Background: an optimization exercise with open tools, aiming at small area, a short achievable clock period and few clock cycles. Do not read the settings as production practice. The RTL was checked by simulation tests, not by an equivalence proof against the original design. Power is estimated from default activity; no workload was simulated.

run A:
## mat_ops_seq
module mat_ops_seq
#(
  parameter int unsigned N = 4,
  parameter int unsigned W = 16
) (
  input  logic             clk,
  input  logic             rst,
  input  logic             start,
  input  logic [1:0]       op,
  input  logic [N*N*W-1:0] a,
  input  logic [N*N*W-1:0] b,
  output logic             busy,
  output logic             done,
  output logic [N*N*W-1:0] result,
  output logic             ovf
);
==> flow/config.mk <==
export PLATFORM = sky130hd
export DESIGN_NAME = mat_ops_seq
export DESIGN_NICKNAME = mat_ops_seq
export VERILOG_FILES = /design/flow/design.v
export SDC_FILE = /design/flow/constraint.sdc
export NUM_CORES = 4
export LEC_CHECK = 0
export CAP_MARGIN = 20
export CORE_MARGIN = 2
export CORE_UTILIZATION = 45
export PLACE_DENSITY = 0.6
export SLEW_MARGIN = 30
==> flow/constraint.sdc <==
create_clock -name core_clock -period 10.0 [get_ports {clk}]
set_input_delay 2.0000 -clock core_clock [delete_from_list [all_inputs] [get_ports {clk}]]
set_output_delay 2.0000 -clock core_clock [all_outputs]
set_load 0.01 [all_outputs]
standard.sh (not shown) runs the stock make flow with config.mk's settings and CLKGATE_MAP_FILE= SYNTH_SCRIPT=/design/flow/synth_recipe.tcl, a recipe that flattens the netlist after the stock synthesis.
==> flow/flow/run.sh <==
#!/bin/bash
# Standard ORFS layout (the standard.sh, standard synthesis), with two changes to how
# the layout is optimised; the SDC, clock period and everything measured are unchanged:
#  - every port still gets its own buffer, but a buf_2 instead of the default delay cell
#  - timing repair aims for extra setup slack, to push the achieved period down
set -euo pipefail
bash standard.sh SETUP_SLACK_MARGIN=5.5 "BUFFER_PORTS_ARGS=-buffer_cell sky130_fd_sc_hd__buf_2" \
  finish > make_finish.log 2>&1
Testbench counts of run A, summed over its fixed seeds: cycles 3,952.
Inputs modified between run A and run B:
==> flow/run.sh (new file) <==
#!/bin/bash
# synth_recipe.tcl (not shown) runs the flow's synth.tcl, then flattens the netlist and writes it again
# the make line also repeats each setting of config.mk as NAME=value (left out here)
make -C /OpenROAD-flow-scripts/flow DESIGN_CONFIG=/design/flow/config.mk WORK_HOME=/design/flow/orfs CLKGATE_MAP_FILE= SYNTH_SCRIPT=/design/flow/synth_recipe.tcl finish
-- flow/config.mk --
<<< run A, line 9
export CORE_MARGIN = 2
export CORE_UTILIZATION = 45
export PLACE_DENSITY = 0.6
export SLEW_MARGIN = 30
>>> run B, line 9
export CORE_MARGIN = 2
export CORE_UTILIZATION = 40
export PLACE_DENSITY = 0.6
export SETUP_SLACK_MARGIN = 5
export SLEW_MARGIN = 30
removed: flow/flow/run.sh
removed: flow/standard.sh
==> comparison <==
Run B vs run A, largest stage delay on the critical path went up by 620 ps. Critical path depth (run B over run A): decrease, 1. Taking run A as the reference, in run B parity-gate share of the synthesized area counting xor and xnor cells flat, buffering overhead up 2.8 points. Fraction of area in registers | run B below run A. Multi-input gate share of total cell area: run B lower than run A.
Inputs modified between run B and run C:
==> flow/flow/run.sh (new file) <==
#!/bin/bash
# Standard ORFS layout (the standard.sh, standard synthesis), with two changes to how
# the layout is optimised; the SDC, clock period and everything measured are unchanged:
#  - every port still gets its own buffer, but a buf_2 instead of the default delay cell
#  - timing repair aims for extra setup slack, to push the achieved period down
set -euo pipefail
bash standard.sh SETUP_SLACK_MARGIN=5.3 "BUFFER_PORTS_ARGS=-buffer_cell sky130_fd_sc_hd__buf_2" \
  finish > make_finish.log 2>&1
==> flow/standard.sh (new file) <==
#!/bin/bash
# synth_recipe.tcl (not shown) runs the flow's synth.tcl, then flattens the netlist and writes it again
# the make line also repeats each setting of config.mk as NAME=value (left out here)
make -C /OpenROAD-flow-scripts/flow DESIGN_CONFIG=/design/flow/config.mk WORK_HOME=/design/flow/orfs CLKGATE_MAP_FILE= SYNTH_SCRIPT=/design/flow/synth_recipe.tcl "${@:-finish}"
-- flow/config.mk --
<<< run B, line 9
export CORE_MARGIN = 2
export CORE_UTILIZATION = 40
export PLACE_DENSITY = 0.6
export SETUP_SLACK_MARGIN = 5
export SLEW_MARGIN = 30
>>> run C, line 9
export CORE_MARGIN = 2
export CORE_UTILIZATION = 45
export PLACE_DENSITY = 0.6
export SLEW_MARGIN = 30
removed: flow/run.sh
Notes after the runs:
Against run B, run C comes in 1 higher on number of iterations in the first detailed-routing pass. Comparing run B and run C, combinational power share is lower on run C. The final cell count of run C falls short of that of run B by about 1.4%. Global-route wire length before repair, run C vs run B: down slightly. The worst hold margin of run C was superior to that of run B. Between run C and run B, the per-instance average area after synthesis figures differ only marginally. Area used by sequential logic in the layout across run B and run C: no real change. Utilization delta for run C relative to run B: 4.4 points higher. Re clock period minus worst slack: run C is 280 ps down on run B.

[separate check: timing with driven ports]
The results above use ideal ports. As a check the final layouts listed here were re-extracted and re-timed, cells and wires unchanged. Step 1 sets driving cells, clkbuf_16 on the clock port and buf_2 on the other inputs (assumed; they add their load-dependent delay and slew). Step 2 also shifts input and output timing later by t, the mid clock arrival at the registers, as if the neighbouring blocks saw the same clock. Three values: ideal, step 1, step 2; two values: the first two.
run	t (ns)	setup WS [ns]	hold WS [ns]	pins driven straight from the clock port
run A	0.856	5.420 / 5.203 / 4.347	0.468 / 0.468 / 0.468	1
run B	0.856	4.989 / 4.932 / 4.076	0.466 / 0.466 / 0.466	1
run C	0.855	5.273 / 5.077 / 4.222	0.484 / 0.484 / 0.484	1
After both steps setup and hold are still met in every run listed. For run A, which loses most, drivers alone change the setup slack by -0.217 ns; drivers and shift together by -1.073 ns.
